Background: an optimization exercise with open tools, aiming at a short achievable clock period and few clock cycles per item. Do not read the settings as production practice.
Only simulation tests tie the RTL to the original design; equivalence was not proved.
Power is estimated from default activity; no workload was simulated.

==> flow/design.v (excerpt) <==
module armCore (
  input  wire logic        clk,
  input  wire logic        rstN,
  output logic             wbCyc,
  output logic             wbStb,
  output logic [31:0]      wbAdr,
  input  wire logic [31:0] wbDatI,
  input  wire logic        wbAck,
  output logic             retireValid,
  output logic [3:0]       retireReg,
  output logic [31:0]      retireData,
  output logic [3:0]       flags
);
==> flow/config.mk <==
export PLATFORM = sky130hd
export DESIGN_NAME = armCore
export DESIGN_NICKNAME = armCore
export VERILOG_FILES = /design/flow/design.v
export SDC_FILE = /design/flow/constraint.sdc
export NUM_CORES = 4
export LEC_CHECK = 0
export ABC_CLOCK_PERIOD_IN_PS = 2000
export CAP_MARGIN = 30
export CORE_MARGIN = 2
export CORE_UTILIZATION = 50
export SLEW_MARGIN = 30
==> flow/constraint.sdc <==
create_clock -name core_clock -period 9.0 [get_ports {clk}]
set_input_delay 1.8000 -clock core_clock [delete_from_list [all_inputs] [get_ports {clk}]]
set_output_delay 1.8000 -clock core_clock [all_outputs]
set_load 0.01 [all_outputs]
standard.sh (not shown) runs the stock make flow with config.mk's settings and CLKGATE_MAP_FILE= SYNTH_SCRIPT=/design/flow/synth_recipe.tcl, a recipe that flattens the netlist after the stock synthesis.
==> flow/flow/run.sh <==
#!/bin/bash
set -euo pipefail
bash standard.sh SETUP_SLACK_MARGIN=${MARGIN:-6.2} finish > orfs_make.log 2>&1
Testbench counts at the start, summed over its fixed seeds: cycles 19,675, instrs 9,600.
Rerun with:
--- a/flow/design.v
+++ b/flow/design.v
@@ -121,16 +121,18 @@
   end
   assign subF = wbDatI[24:21] == 4'd2;
   logic        irV;
   logic        irPJ;
   logic [31:0] irQ;
   logic [31:0] irPc4;
   logic [31:0] immB;
   logic [15:0] rnSel;     
+  logic [31:0] jA;        
+  logic [31:0] jB;
   logic [31:0] jOp;       
   logic        jCin;
   logic        xV;
   logic        xPJ;
   logic        xJS;       
   logic [31:0] xJT;
   logic        lateQ;     
   logic        lateTk;
@@ -140,17 +142,16 @@
   logic [3:0]  xCond;
   logic        xS;
   logic        xWr;
   logic [3:0]  xRd;
   logic        xArith;
   logic [1:0]  xLsel;
   logic [1:0]  xCsel;
   logic [14:0][31:0] rf;
-  logic [14:0] rfOk;
   logic        nQ;
   logic        cQ;
   logic        vQ;
   logic        zf;
   logic        zNext;
   assign potJ   = (wbDatI[15:12] == 4'hF) && (wbDatI[24:23] != 2'b10) &&
                   (condOk(wbDatI[31:28], nQ, zf, cQ, vQ) || (irV && irQ[20]) || (xV && xS));
   logic        cin;
@@ -220,17 +221,17 @@
   logic [31:0] otherX;
   logic [31:0] otherY;
   assign op  = irQ[24:21];
   assign rn  = irQ[19:16];
   always_comb
   begin
     rfv = {32{rnSel[15]}} & irPc4;
     for (int k = 0; k < 15; k++)
-      rfv = rfv | ({32{rnSel[k] & rfOk[k]}} & rf[k]);
+      rfv = rfv | ({32{rnSel[k]}} & rf[k]);
   end
   assign fwd = take && xWr && (xRd == rn);
   always_comb
   begin
     swap  = 1'b0;
     invB  = 1'b0;
     arith = 1'b1;
     lsel  = 2'd0;
@@ -269,27 +270,17 @@
   assign irCondOk    = condOk(irQ[31:28], nQ, zf, cQ, vQ);
   assign logicOp     = op[3:2] == 2'b11 || op[3:1] == 3'b000;
   assign pcAddSub    = rn == 4'hF && (op == 4'd4 || op == 4'd2);
   assign simpleJ     = (logicOp && (rn == 4'hF || !(xV && xWr && xRd == rn))) || pcAddSub;
   assign early       = irV && irPJ && flagsStable && (simpleJ || !irCondOk);
   assign earlyTake   = irCondOk && simpleJ;
   assign jAdd        = ksAdd(irPc4, jOp, jCin);
   assign jSum        = jAdd[31:0];
-  always_comb
-  begin
-    case (op)
-      4'd0:    jLogic = rfv & immB;
-      4'd1:    jLogic = rfv ^ immB;
-      4'd12:   jLogic = rfv | immB;
-      4'd13:   jLogic = immB;
-      4'd14:   jLogic = rfv & ~immB;
-      default: jLogic = ~immB;
-    endcase
-  end
+  assign jLogic = (rfv & jA) ^ jB;
   assign jTarget = logicOp ? jLogic : jSum;
   logic        stbNext;
   logic [31:0] adrNext;
   always_comb
   begin
     stbNext = stbQ;
     if (fire)
       stbNext = !potJ;
@@ -361,16 +352,24 @@
   begin
     irQ   <= wbDatI;
     irPJ  <= potJ;
     irPc4 <= adrInc;
     immB  <= immF;
     for (int k = 0; k < 16; k++)
       rnSel[k] <= wbDatI[19:16] == k;
     jOp   <= subF ? ~immF : immF;
+    case (wbDatI[24:21])
+      4'd0:    begin jA <= immF;      jB <= 32'b0; end    
+      4'd1:    begin jA <= '1;        jB <= immF;  end    
+      4'd12:   begin jA <= ~immF;     jB <= immF;  end    
+      4'd13:   begin jA <= 32'b0;     jB <= immF;  end    
+      4'd14:   begin jA <= ~immF;     jB <= 32'b0; end    
+      default: begin jA <= 32'b0;     jB <= ~immF; end    
+    endcase
     jCin  <= subF;
     xPJ    <= irPJ && !early;
     xJS    <= simpleJ;
     xJT    <= jTarget;
     if (xV)
       resQ <= res;
     xX     <= (fwd && !swap) ? res : otherX;
     xY     <= (fwd && swap) ? ~res : otherY;
@@ -381,32 +380,27 @@
     xArith <= arith;
     xLsel  <= lsel;
     xCsel  <= csel;
   end
   logic rfWe;
   assign rfWe = take && xWr && xRd != 4'hF;
   for (genvar k = 0; k < 15; k++)
   begin : gRf
-    always_ff @(posedge clk)
+    always_ff @(posedge clk or negedge rstN)
     begin
-      if (rfWe && xRd == k)
+      if (!rstN)
+        rf[k] <= 32'b0;
+      else if (rfWe && xRd == k)
         rf[k] <= res;
     end
   end
   always_ff @(posedge clk or negedge rstN)
   begin
     if (!rstN)
-      rfOk <= '0;
-    else if (rfWe)
-      rfOk[xRd] <= 1'b1;
-  end
-  always_ff @(posedge clk or negedge rstN)
-  begin
-    if (!rstN)
     begin
       nQ <= 1'b0;
       cQ <= 1'b0;
       vQ <= 1'b0;
       zf <= 1'b0;
     end
     else if (take && xS)
     begin
This time the run finished but fails on capacitance limit, slew limit. Worst setup slack got worse by 100 ps. Sequential share of layout area decreases by 7.3 points. Non-clock buffer count climbs by 46. Power goes up by 0.57%. Global-route usage goes up by 2.3 points. Design area grows by 13%.
Testbench counts after the change, summed over its fixed seeds: cycles 19,675, instrs 9,600.

* * *

== before ==
Another version of the RTL of armCore (not shown whole).
For scale: ~3,600 cells after synthesis, ~890 flip-flops, roughly 110 I/O pins.
==> flow/config.mk <==
export PLATFORM = sky130hd
export DESIGN_NAME = armCore
export DESIGN_NICKNAME = armCore
export VERILOG_FILES = /design/flow/design.v
export SDC_FILE = /design/flow/constraint.sdc
export NUM_CORES = 4
export LEC_CHECK = 0
export ABC_CLOCK_PERIOD_IN_PS = 1500
export CAP_MARGIN = 30
export CORE_MARGIN = 2
export CORE_UTILIZATION = 50
export CTS_CLUSTER_DIAMETER = 70
export CTS_CLUSTER_SIZE = 22
export SLEW_MARGIN = 30
==> flow/constraint.sdc <==
create_clock -name core_clock -period 9.0 [get_ports {clk}]
set_input_delay 1.8000 -clock core_clock [delete_from_list [all_inputs] [get_ports {clk}]]
set_output_delay 1.8000 -clock core_clock [all_outputs]
set_load 0.01 [all_outputs]
==> flow/flow/run.sh <==
#!/bin/bash
set -euo pipefail
bash standard.sh SETUP_SLACK_MARGIN=${MARGIN:-6.35} finish > orfs_make.log 2>&1
before went all the way through the flow, and no timing, DRC or antenna check failed.
Testbench counts of before, summed over its fixed seeds: cycles 19,675, instrs 9,600.
Here is what was changed in the inputs of after compared with before.
--- a/flow/design.v
+++ b/flow/design.v
@@ -121,16 +121,18 @@
   end
   assign subF = wbDatI[24:21] == 4'd2;
   logic        irV;
   logic        irPJ;
   logic [31:0] irQ;
   logic [31:0] irPc4;
   logic [31:0] immB;
   logic [15:0] rnSel;     
+  logic [31:0] jA;        
+  logic [31:0] jB;
   logic [31:0] jOp;       
   logic        jCin;
   logic        xV;
   logic        xPJ;
   logic        xJS;       
   logic [31:0] xJT;
   logic        lateQ;     
   logic        lateTk;
@@ -156,18 +158,16 @@
   logic        cin;
   logic [32:0] sum;
   logic [31:0] res;
   logic        ovf;
   logic        take;
   logic        resolve;
   logic        resolveN;
   assign take    = xV && condOk(xCond, nQ, zf, cQ, vQ);
-  logic        rfWe;
-  assign rfWe = take && xWr && xRd != 4'hF;
   assign resolve  = xV && xPJ && xJS;
   assign resolveN = xV && xPJ && !xJS;
   logic [31:0] pl;
   logic [32:0] carry;
   assign cin = xCsel[1] ? cQ : xCsel[0];
   always_comb
   begin
     if (xArith)
@@ -222,17 +222,17 @@
   logic [31:0] otherX;
   logic [31:0] otherY;
   assign op  = irQ[24:21];
   assign rn  = irQ[19:16];
   always_comb
   begin
     rfv = {32{rnSel[15]}} & irPc4;
     for (int k = 0; k < 15; k++)
-      rfv = rfv | ({32{rnSel[k]}} & rf[k]);
+      rfv = rfv | ({32{rnSel[k] & rfOk[k]}} & rf[k]);
   end
   assign fwd = take && xWr && (xRd == rn);
   always_comb
   begin
     swap  = 1'b0;
     invB  = 1'b0;
     arith = 1'b1;
     lsel  = 2'd0;
@@ -271,46 +271,41 @@
   assign irCondOk    = condOk(irQ[31:28], nQ, zf, cQ, vQ);
   assign logicOp     = op[3:2] == 2'b11 || op[3:1] == 3'b000;
   assign pcAddSub    = rn == 4'hF && (op == 4'd4 || op == 4'd2);
   assign simpleJ     = (logicOp && (rn == 4'hF || !(xV && xWr && xRd == rn))) || pcAddSub;
   assign early       = irV && irPJ && flagsStable && (simpleJ || !irCondOk);
   assign earlyTake   = irCondOk && simpleJ;
   assign jAdd        = ksAdd(irPc4, jOp, jCin);
   assign jSum        = jAdd[31:0];
-  always_comb
-  begin
-    case (op)
-      4'd0:    jLogic = rfv & immB;
-      4'd1:    jLogic = rfv ^ immB;
-      4'd12:   jLogic = rfv | immB;
-      4'd13:   jLogic = immB;
-      4'd14:   jLogic = rfv & ~immB;
-      default: jLogic = ~immB;
-    endcase
-  end
+  assign jLogic = (rfv & jA) ^ jB;
   assign jTarget = logicOp ? jLogic : jSum;
   logic        stbNext;
   logic [31:0] adrNext;
+  logic [31:0] adrRest;
+  logic        selJL;
+  logic        selJS;
+  assign selJL = early && earlyTake && logicOp;
+  assign selJS = early && earlyTake && !logicOp;
   always_comb
   begin
     stbNext = stbQ;
     if (fire)
       stbNext = !potJ;
     else if (!jwQ || resolve || early || lateQ)
       stbNext = 1'b1;
-    adrNext = adrQ;
+    adrRest = adrQ;
     if (fire)
-      adrNext = adrInc;
-    else if (early && earlyTake)
-      adrNext = jTarget;
+      adrRest = adrInc;
     else if (resolve && take)
-      adrNext = xJT;
+      adrRest = xJT;
     else if (lateQ && lateTk)
-      adrNext = resQ;
+      adrRest = resQ;
+    adrNext = ({32{selJL}} & jLogic) | ({32{selJS}} & jSum) |
+              ({32{!(selJL || selJS)}} & adrRest);
   end
   logic        wbStbQ;
   logic [31:0] wbAdrQ;
   always_ff @(posedge clk or negedge rstN)
   begin
     if (!rstN)
     begin
       wbStbQ <= 1'b0;
@@ -360,36 +355,45 @@
     end
   end
   always_ff @(posedge clk)
   begin
     irQ   <= wbDatI;
     irPJ  <= potJ;
     irPc4 <= adrInc;
     immB  <= immF;
-    rnSel[15] <= wbDatI[19:16] == 4'hF;
-    for (int k = 0; k < 15; k++)
-      rnSel[k] <= wbDatI[19:16] == k && (rfOk[k] || (rfWe && xRd == k));
+    for (int k = 0; k < 16; k++)
+      rnSel[k] <= wbDatI[19:16] == k;
     jOp   <= subF ? ~immF : immF;
+    case (wbDatI[24:21])
+      4'd0:    begin jA <= immF;      jB <= 32'b0; end    
+      4'd1:    begin jA <= '1;        jB <= immF;  end    
+      4'd12:   begin jA <= ~immF;     jB <= immF;  end    
+      4'd13:   begin jA <= 32'b0;     jB <= immF;  end    
+      4'd14:   begin jA <= ~immF;     jB <= 32'b0; end    
+      default: begin jA <= 32'b0;     jB <= ~immF; end    
+    endcase
     jCin  <= subF;
     xPJ    <= irPJ && !early;
     xJS    <= simpleJ;
     xJT    <= jTarget;
     if (xV)
       resQ <= res;
     xX     <= (fwd && !swap) ? res : otherX;
     xY     <= (fwd && swap) ? ~res : otherY;
     xCond  <= irQ[31:28];
     xS     <= irQ[20];
     xWr    <= irQ[24:23] != 2'b10;
     xRd    <= irQ[15:12];
     xArith <= arith;
     xLsel  <= lsel;
     xCsel  <= csel;
   end
+  logic rfWe;
+  assign rfWe = take && xWr && xRd != 4'hF;
   for (genvar k = 0; k < 15; k++)
   begin : gRf
     always_ff @(posedge clk)
     begin
       if (rfWe && xRd == k)
         rf[k] <= res;
     end
   end
[summary]
To summarise after: no stage aborted, but the layout did not pass its checks, failing on antenna violations.
From before to after the numbers moved as follows: power per cell area higher, count of non-CTS inverters in the layout lost 7.8%.
Non-clock buffering overhead in the final layout (after over before): increase, 1.5 points
The reported clock group power of after is higher than that of before.
after vs. before: total wirelength of the detailed-routed design went up by 8300 um.
Any difference in die span in y between before and after is small enough to ignore.
Compared after vs before, and combinational cell fraction of total power is up in after.
Re share of synthesized flip-flops with an asynchronous set or reset: after and before aren't equal, and the lower value belongs to after.
Signed area change from the synthesized netlist to the final layout for after is higher than for before.
Going from before to after, the share of the synthesized netlist area taken by xor and xnor gates was found to have gone up by 0.25 points.
Multi-input gate share of the layout cell area down 2.5 points in after wrt before
Testbench counts of after, summed over its fixed seeds: cycles 19,675, instrs 9,600.

* * *

## rev 12
armCore, a different RTL version from the one above (not shown whole).
Size in the first run: ~910 flip-flops, about 41000 sq um of cells after synthesis.
export LEC_CHECK = 0
export ABC_CLOCK_PERIOD_IN_PS = 1500
export CAP_MARGIN = 30
export CORE_MARGIN = 2
export CORE_UTILIZATION = 50
export CTS_CLUSTER_DIAMETER = 70
export CTS_CLUSTER_SIZE = 22
export SLEW_MARGIN = 30
create_clock -name core_clock -period 9.0 [get_ports {clk}]
Scripts as last shown in full above: flow/flow/run.sh
Rev 12 has completed all stages; timing, DRC and antenna checks passed.
Testbench counts of rev 12, summed over its fixed seeds: cycles 19,675, instrs 9,600.
## Diff of input files: rev 13 against rev 12
--- a/flow/design.v
+++ b/flow/design.v
@@ -133,43 +133,42 @@
   logic        xJS;       
   logic [31:0] xJT;
   logic        lateQ;     
   logic        lateTk;
   logic [31:0] resQ;
   logic [31:0] xX;
   logic [31:0] xY;
   logic [3:0]  xCond;
   logic        xS;
   logic        xWr;
   logic [3:0]  xRd;
-  logic [14:0] xWeSel;    
   logic        xArith;
   logic [1:0]  xLsel;
   logic [1:0]  xCsel;
   logic [14:0][31:0] rf;
   logic [14:0] rfOk;
   logic        nQ;
   logic        cQ;
   logic        vQ;
   logic        zf;
   logic        zNext;
-  assign potJ   = (wbDatI[15:12] == 4'hF) && (wbDatI[24:23] != 2'b10) &&
-                  (condOk(wbDatI[31:28], nQ, zf, cQ, vQ) || (irV && irQ[20]) || (xV && xS));
   logic        cin;
   logic [32:0] sum;
   logic [31:0] res;
   logic        ovf;
   logic        take;
   logic        resolve;
   logic        resolveN;
   assign take    = xV && condOk(xCond, nQ, zf, cQ, vQ);
+  assign potJ   = (wbDatI[15:12] == 4'hF) && (wbDatI[24:23] != 2'b10) &&
+                  (condOk(wbDatI[31:28], nQ, zf, cQ, vQ) || (irV && irQ[20]) || (take && xS));
   assign resolve  = xV && xPJ && xJS;
   assign resolveN = xV && xPJ && !xJS;
   logic [31:0] pl;
   logic [32:0] carry;
   assign cin = xCsel[1] ? cQ : xCsel[0];
   always_comb
   begin
     if (xArith)
       pl = xX ^ xY;
     else
     begin
@@ -256,23 +255,23 @@
   logic        flagsStable;
   logic        irCondOk;
   logic        logicOp;
   logic        pcAddSub;
   logic        simpleJ;
   logic        early;
   logic        earlyTake;
   logic [31:0] jLogic;
   logic [31:0] jSum;
   logic [31:0] jTarget;
   logic [32:0] jAdd;
-  assign flagsStable = !(xV && xS) || irQ[31:28] == 4'hE ||
+  assign flagsStable = !(take && xS) || irQ[31:28] == 4'hE || irQ[31:28] == 4'hF ||
                        (!xArith && (irQ[31:28] == 4'd2 || irQ[31:28] == 4'd3 ||
                                     irQ[31:28] == 4'd6 || irQ[31:28] == 4'd7));
   assign irCondOk    = condOk(irQ[31:28], nQ, zf, cQ, vQ);
   assign logicOp     = op[3:2] == 2'b11 || op[3:1] == 3'b000;
   assign pcAddSub    = rn == 4'hF && (op == 4'd4 || op == 4'd2);
   assign simpleJ     = (logicOp && (rn == 4'hF || !(xV && xWr && xRd == rn))) || pcAddSub;
   assign early       = irV && irPJ && flagsStable && (simpleJ || !irCondOk);
   assign earlyTake   = irCondOk && simpleJ;
   assign jAdd        = ksAdd(irPc4, jOp, jCin);
   assign jSum        = jAdd[31:0];
   always_comb
@@ -371,42 +370,42 @@
     xPJ    <= irPJ && !early;
     xJS    <= simpleJ;
     xJT    <= jTarget;
     if (xV)
       resQ <= res;
     xX     <= (fwd && !swap) ? res : otherX;
     xY     <= (fwd && swap) ? ~res : otherY;
     xCond  <= irQ[31:28];
     xS     <= irQ[20];
     xWr    <= irQ[24:23] != 2'b10;
     xRd    <= irQ[15:12];
-    for (int k = 0; k < 15; k++)
-      xWeSel[k] <= irQ[15:12] == k && irQ[24:23] != 2'b10;
     xArith <= arith;
     xLsel  <= lsel;
     xCsel  <= csel;
   end
+  logic rfWe;
+  assign rfWe = take && xWr && xRd != 4'hF;
   for (genvar k = 0; k < 15; k++)
   begin : gRf
     always_ff @(posedge clk)
     begin
-      if (take && xWeSel[k])
+      if (rfWe && xRd == k)
         rf[k] <= res;
     end
   end
   always_ff @(posedge clk or negedge rstN)
   begin
     if (!rstN)
       rfOk <= '0;
-    else
-      rfOk <= rfOk | ({15{take}} & xWeSel);
+    else if (rfWe)
+      rfOk[xRd] <= 1'b1;
   end
   always_ff @(posedge clk or negedge rstN)
   begin
     if (!rstN)
     begin
       nQ <= 1'b0;
       cQ <= 1'b0;
       vQ <= 1'b0;
       zf <= 1'b0;
     end
     else if (take && xS)
==> notes.md <==
Going from rev 12 to rev 13, the die area was shrunk. Critical path's slowest cell = dfrtp_4: rev 13; critical path's slowest cell = a221o_1: rev 12. Rev 13 ended up with more standard cells than rev 12. Hold slack in rev 13 is 13 ps below rev 12. Row met2 wire length: rev 13 higher / rev 12 lower. Per the comparison of rev 13 with rev 12, relative slew slack +5.9 points, initial antenna violation count +13, count of vias placed by the detailed router +about 4.4%, number of nets in the layout +0.92%.
Testbench counts of rev 13, summed over its fixed seeds: cycles 19,621, instrs 9,600.

-- port drivers added, routing unchanged --
No port has a modelled driver above. Below, the same layouts with a new extraction and two added sets of constraints.
Step 1 sets driving cells, clkbuf_16 on the clock port and buf_2 on the other inputs (assumed; they add their load-dependent delay and slew).
Step 2 times the ports against the registers' clock, not the clock port: input delays grow and output delays shrink by t, the midpoint of the rising clock arrivals with the driver on.
Three values: no drivers, after step 1, after step 2; two values: the first two.
run	shift t [ns]	slack for setup (ns)	hold WS [ns]	worst data-port slew with drivers (ns)
the first run of note 1	0.740	5.986 / 5.928 / 5.490	0.324 / 0.324 / 0.324	0.05
the second run of note 1	0.782	5.885 / 5.885 / 5.383	0.326 / 0.326 / 0.326	0.11
before	0.710	5.934 / 5.934 / 5.478	0.330 / 0.330 / 0.330	0.07
after	0.726	5.812 / 5.812 / 5.455	0.328 / 0.328 / 0.328	0.13
rev 12	0.740	5.895 / 5.895 / 5.484	0.332 / 0.332 / 0.332	0.13
rev 13	0.737	5.878 / 5.878 / 5.375	0.319 / 0.319 / 0.319	0.14
The setup slack of rev 13, which loses most, moves by 0.000 ns with the drivers and by -0.503 ns with both steps.
